Source: an optimization exercise on an open RTL-to-GDS flow (aim: small area and few clock cycles per item). Production flows keep margins and buffers that such runs may drop.
In this exercise RTL edits were held to simulation tests only and were not proved equivalent to the original.

==> module positional_insert_erase_list, before the edit <==
module positional_insert_erase_list #(
  parameter int CAPACITY = 32
) (
  input  logic        clk,
  input  logic        rst,
  input  logic        s_tvalid,
  output logic        s_tready,
  input  logic [39:0] s_tdata,    
  input  logic [2:0]  s_tuser,    
  output logic        m_tvalid,
  input  logic        m_tready,
  output logic [39:0] m_tdata,    
  output logic [1:0]  m_tuser     
);
  localparam int CW   = $clog2(CAPACITY + 1);
  localparam int SW   = (CAPACITY > 1) ? $clog2(CAPACITY) : 1;
  localparam int CMPW = (CW > plie_pkg::PosW) ? CW : plie_pkg::PosW;
  localparam logic [CMPW-1:0] Cap = CMPW'(CAPACITY);
  localparam int Last = CAPACITY - 1;
  logic [CW-1:0]               cnt;
  logic [CW-1:0]               cnt_next;
  logic [CMPW-1:0]             cnt_ext;
  logic [CMPW-1:0]             pos_ext;
  logic [CMPW-1:0]             ins_pos;
  logic                        s_acc;
  logic                        full;
  logic                        empty;
  plie_pkg::op_t               op;
  plie_pkg::status_t           status_next;
  logic                        do_ins;
  logic                        do_era;
  logic                        rd_sel;
  logic [plie_pkg::WordW-1:0]  in_value;
  logic [SW-1:0]               map     [CAPACITY];
  logic [SW-1:0]               map_pos;
  logic [plie_pkg::WordW-1:0]  entry   [CAPACITY];
  logic                        rd_q;
  logic [SW-1:0]               rd_slot_q;
  plie_pkg::status_t           status;
  logic [plie_pkg::WordW-1:0]  read_word;
  assign s_acc    = s_tvalid && s_tready;
  assign s_tready = !m_tvalid || m_tready;
  assign op       = plie_pkg::op_t'(s_tuser);
  assign in_value = s_tdata[37:6];
  assign pos_ext  = CMPW'(s_tdata[5:0]);
  assign cnt_ext  = CMPW'(cnt);
  assign full     = (cnt_ext >= Cap);
  assign empty    = (cnt == '0);
  always_comb begin
    cnt_next    = cnt;
    status_next = plie_pkg::ST_OK;
    do_ins      = 1'b0;
    do_era      = 1'b0;
    rd_sel      = 1'b0;
    ins_pos     = pos_ext;
    unique case (op)
      plie_pkg::OP_APPEND: begin
        ins_pos = cnt_ext;
        if (full) begin
          status_next = plie_pkg::ST_FULL;
        end else begin
          do_ins   = 1'b1;
          cnt_next = cnt + CW'(1);
        end
      end
      plie_pkg::OP_REMOVE: begin
        if (empty) begin
          status_next = plie_pkg::ST_EMPTY;
        end else begin
          cnt_next = cnt - CW'(1);
        end
      end
      plie_pkg::OP_INSERT: begin
        if (pos_ext > cnt_ext) begin
          status_next = plie_pkg::ST_RANGE;
        end else if (full) begin
          status_next = plie_pkg::ST_FULL;
        end else begin
          do_ins   = 1'b1;
          cnt_next = cnt + CW'(1);
        end
      end
      plie_pkg::OP_ERASE: begin
        if (empty) begin
          status_next = plie_pkg::ST_EMPTY;
        end else if (pos_ext >= cnt_ext) begin
          status_next = plie_pkg::ST_RANGE;
        end else begin
          do_era   = 1'b1;
          cnt_next = cnt - CW'(1);
        end
      end
      plie_pkg::OP_READ: begin
        if (empty) begin
          status_next = plie_pkg::ST_EMPTY;
        end else if (pos_ext >= cnt_ext) begin
          status_next = plie_pkg::ST_RANGE;
        end else begin
          rd_sel = 1'b1;
        end
      end
      default: begin
      end
    endcase
    if (!s_acc) begin
      do_ins = 1'b0;
      do_era = 1'b0;
    end
  end
  logic [CAPACITY-1:0] ge;
  logic [CAPACITY-1:0] at;
  plie_pos_dec #(
    .N  (CAPACITY),
    .SW (SW)
  ) u_pos_dec (
    .p  (ins_pos[SW-1:0]),
    .ge (ge),
    .at (at)
  );
  for (genvar b = 0; b < SW; b++) begin : g_map_pos
    logic [CAPACITY-1:0] bits;
    for (genvar i = 0; i < CAPACITY; i++) begin : g_bit
      assign bits[i] = map[i][b];
    end
    plie_sel_bit #(
      .N (CAPACITY)
    ) u_sel (
      .sel  (at),
      .bits (bits),
      .y    (map_pos[b])
    );
  end
  logic do_mv;
  assign do_mv = do_ins || do_era;
  for (genvar i = 0; i < CAPACITY; i++) begin : g_map
    logic          sel_h;    
    logic          sel_l;    
    logic          sel_r;    
    logic          sel_m;    
    logic [SW-1:0] left;
    logic [SW-1:0] right;
    logic [SW-1:0] d;
    if (i == 0) begin : g_first
      assign left  = '0;
      assign sel_l = 1'b0;
    end else begin : g_mid_l
      assign left  = map[i-1];
      assign sel_l = do_ins && ge[i-1];
    end
    if (i == Last) begin : g_last
      assign right = map_pos;
    end else begin : g_mid_r
      assign right = map[i+1];
    end
    assign sel_h = !(do_mv && ge[i]);
    assign sel_r = do_era && ge[i];
    assign sel_m = do_ins && at[i];
    plie_map_next #(
      .INDEX (i),
      .SW    (SW)
    ) u_next (
      .rst   (rst),
      .rst_n (!rst),
      .sel_h (sel_h),
      .sel_l (sel_l),
      .sel_r (sel_r),
      .sel_m (sel_m),
      .q     (map[i]),
      .left  (left),
      .right (right),
      .move  (map[Last]),
      .d     (d)
    );
    always_ff @(posedge clk) begin
      map[i] <= d;
    end
  end
  logic [CAPACITY-1:0] we;
  plie_onehot #(
    .N  (CAPACITY),
    .SW (SW)
  ) u_we (
    .en   (do_ins),
    .slot (map[Last]),
    .sel  (we)
  );
  for (genvar j = 0; j < CAPACITY; j++) begin : g_slot
    plie_cell u_cell (
      .clk   (clk),
      .we    (we[j]),
      .value (in_value),
      .entry (entry[j])
    );
  end
  always_ff @(posedge clk) begin
    if (rst) begin
      cnt      <= '0;
      m_tvalid <= 1'b0;
    end else begin
      if (s_acc) begin
        cnt      <= cnt_next;
        m_tvalid <= 1'b1;
      end else if (m_tready) begin
        m_tvalid <= 1'b0;
      end
    end
  end
  always_ff @(posedge clk) begin
    if (s_acc) begin
      rd_q      <= rd_sel;
      rd_slot_q <= map_pos;
      status    <= status_next;
    end
  end
  logic [CAPACITY-1:0] rd_oh;
  plie_onehot #(
    .N  (CAPACITY),
    .SW (SW)
  ) u_rd (
    .en   (rd_q),
    .slot (rd_slot_q),
    .sel  (rd_oh)
  );
  for (genvar b = 0; b < plie_pkg::WordW; b++) begin : g_rd
    logic [CAPACITY-1:0] bits;
    for (genvar j = 0; j < CAPACITY; j++) begin : g_bit
      assign bits[j] = entry[j][b];
    end
    plie_sel_bit #(
      .N (CAPACITY)
    ) u_sel (
      .sel  (rd_oh),
      .bits (bits),
      .y    (read_word[b])
    );
  end
  assign m_tdata = {2'b00, CMPW'(cnt), read_word};
  assign m_tuser = status;
endmodule
==> flow/config.mk <==
export PLATFORM = sky130hd
export DESIGN_NAME = positional_insert_erase_list
export DESIGN_NICKNAME = positional_insert_erase_list
export VERILOG_FILES = /design/flow/design.v
export SDC_FILE = /design/flow/constraint.sdc
export NUM_CORES = 4
export LEC_CHECK = 0
export CAP_MARGIN = 20
export CORE_MARGIN = 2
export CORE_UTILIZATION = 60
export CTS_CLUSTER_DIAMETER = 70
export CTS_CLUSTER_SIZE = 30
export SLEW_MARGIN = 20
export SYNTH_HIERARCHICAL = 1
export SYNTH_MINIMUM_KEEP_SIZE = 0
==> flow/constraint.sdc <==
create_clock -name core_clock -period 5.0 [get_ports {clk}]
set_input_delay 1.0000 -clock core_clock [delete_from_list [all_inputs] [get_ports {clk}]]
set_output_delay 1.0000 -clock core_clock [all_outputs]
set_load 0.01 [all_outputs]
standard.sh (not shown) runs the stock make flow with config.mk's settings and CLKGATE_MAP_FILE= SYNTH_SCRIPT=/design/flow/synth_recipe.tcl, a recipe that flattens the netlist after the stock synthesis.
==> flow/flow/run.sh <==
#!/bin/bash
# The standard layout, with two changes: clock tree synthesis adds no dummy
# loads (the cluster settings are those of config.mk), and the port buffers
# are buf_1 cells. Each step's full output is in orfs/logs; the make run's
# own output goes to standard.log.
set -euo pipefail
export CTS_ARGS="-sink_clustering_enable -repair_clock_nets -sink_clustering_size 30 -sink_clustering_max_diameter 70 -dont_use_dummy_load"
export BUFFER_PORTS_ARGS="-buffer_cell sky130_fd_sc_hd__buf_1"
bash standard.sh finish > standard.log 2>&1
Testbench counts at the start, summed over its fixed seeds: cycles 6,408, items 6,400.
Change:
--- a/flow/design.v
+++ b/flow/design.v
@@ -160,10 +160,12 @@
   logic [plie_pkg::WordW-1:0]  in_value;
   logic [SW-1:0]               map     [CAPACITY];
   logic [SW-1:0]               map_pos;
   logic [plie_pkg::WordW-1:0]  entry   [CAPACITY];
-  logic                        rd_q;
-  logic [SW-1:0]               rd_slot_q;
+  localparam int LW = (SW > 1) ? 2 : 1;
+  localparam int HW = (SW > LW) ? SW - LW : 1;
+  logic [(1<<LW)-1:0]          rd_lo_n;
+  logic [(1<<HW)-1:0]          rd_hi_n;
   plie_pkg::status_t           status;
   logic [plie_pkg::WordW-1:0]  read_word;
   assign s_acc    = s_tvalid && s_tready;
   assign s_tready = !m_tvalid || m_tready;
@@ -333,22 +335,21 @@
     end
   end
   always_ff @(posedge clk) begin
     if (s_acc) begin
-      rd_q      <= rd_sel;
-      rd_slot_q <= map_pos;
+      for (int k = 0; k < (1 << LW); k++) begin
+        rd_lo_n[k] <= !(rd_sel && (map_pos[LW-1:0] == LW'(k)));
+      end
+      for (int k = 0; k < (1 << HW); k++) begin
+        rd_hi_n[k] <= !(rd_sel && ((SW > LW) ? (HW'(map_pos >> LW) == HW'(k)) : 1'b1));
+      end
       status    <= status_next;
     end
   end
   logic [CAPACITY-1:0] rd_oh;
-  plie_onehot #(
-    .N  (CAPACITY),
-    .SW (SW)
-  ) u_rd (
-    .en   (rd_q),
-    .slot (rd_slot_q),
-    .sel  (rd_oh)
-  );
+  for (genvar j = 0; j < CAPACITY; j++) begin : g_rd_oh
+    assign rd_oh[j] = !(rd_lo_n[j % (1 << LW)] || rd_hi_n[j >> LW]);
+  end
   for (genvar b = 0; b < plie_pkg::WordW; b++) begin : g_rd
     logic [CAPACITY-1:0] bits;
     for (genvar j = 0; j < CAPACITY; j++) begin : g_bit
       assign bits[j] = entry[j][b];
The changed run went through all stages and came out clean.
Cell count climbs by 0.52%.
Worst hold slack hardly moves.
Via count is about the same.
Worst setup slack gets better by 0.41 ns.
Routed wire length drops by 2.3%.
Sequential cell count climbs by 6.
Non-clock buffer count climbs by 7.
Testbench counts after the change, summed over its fixed seeds: cycles 6,408, items 6,400.

static timing again, ports no longer ideal:
In the flow no input, the clock included, has a driving cell. The finished layouts below were timed again as built, in two steps. Step 1: set_driving_cell puts a clkbuf_16 on clk and a buf_2 on each other input, an assumption about the parent block. Step 2 times the ports against the registers' clock, not the clock port: input delays grow and output delays shrink by t, the midpoint of the rising clock arrivals with the driver on. Slacks: no drivers / after step 1 / after step 2; pairs: no drivers / after step 1.
run	t, ns	setup WS [ns]	latest minus earliest clock arrival (ns)	worst register clock-pin slew, ns
the first run	0.699	0.044 / -0.026 / 0.357	0.088 / 0.089	0.11 / 0.11
the second run	0.694	0.452 / 0.385 / 0.210	0.091 / 0.091	0.11 / 0.11
After both steps setup and hold are still met in every run listed. For the second run, which loses most, drivers alone change the setup slack by -0.067 ns; drivers and shift together by -0.242 ns.
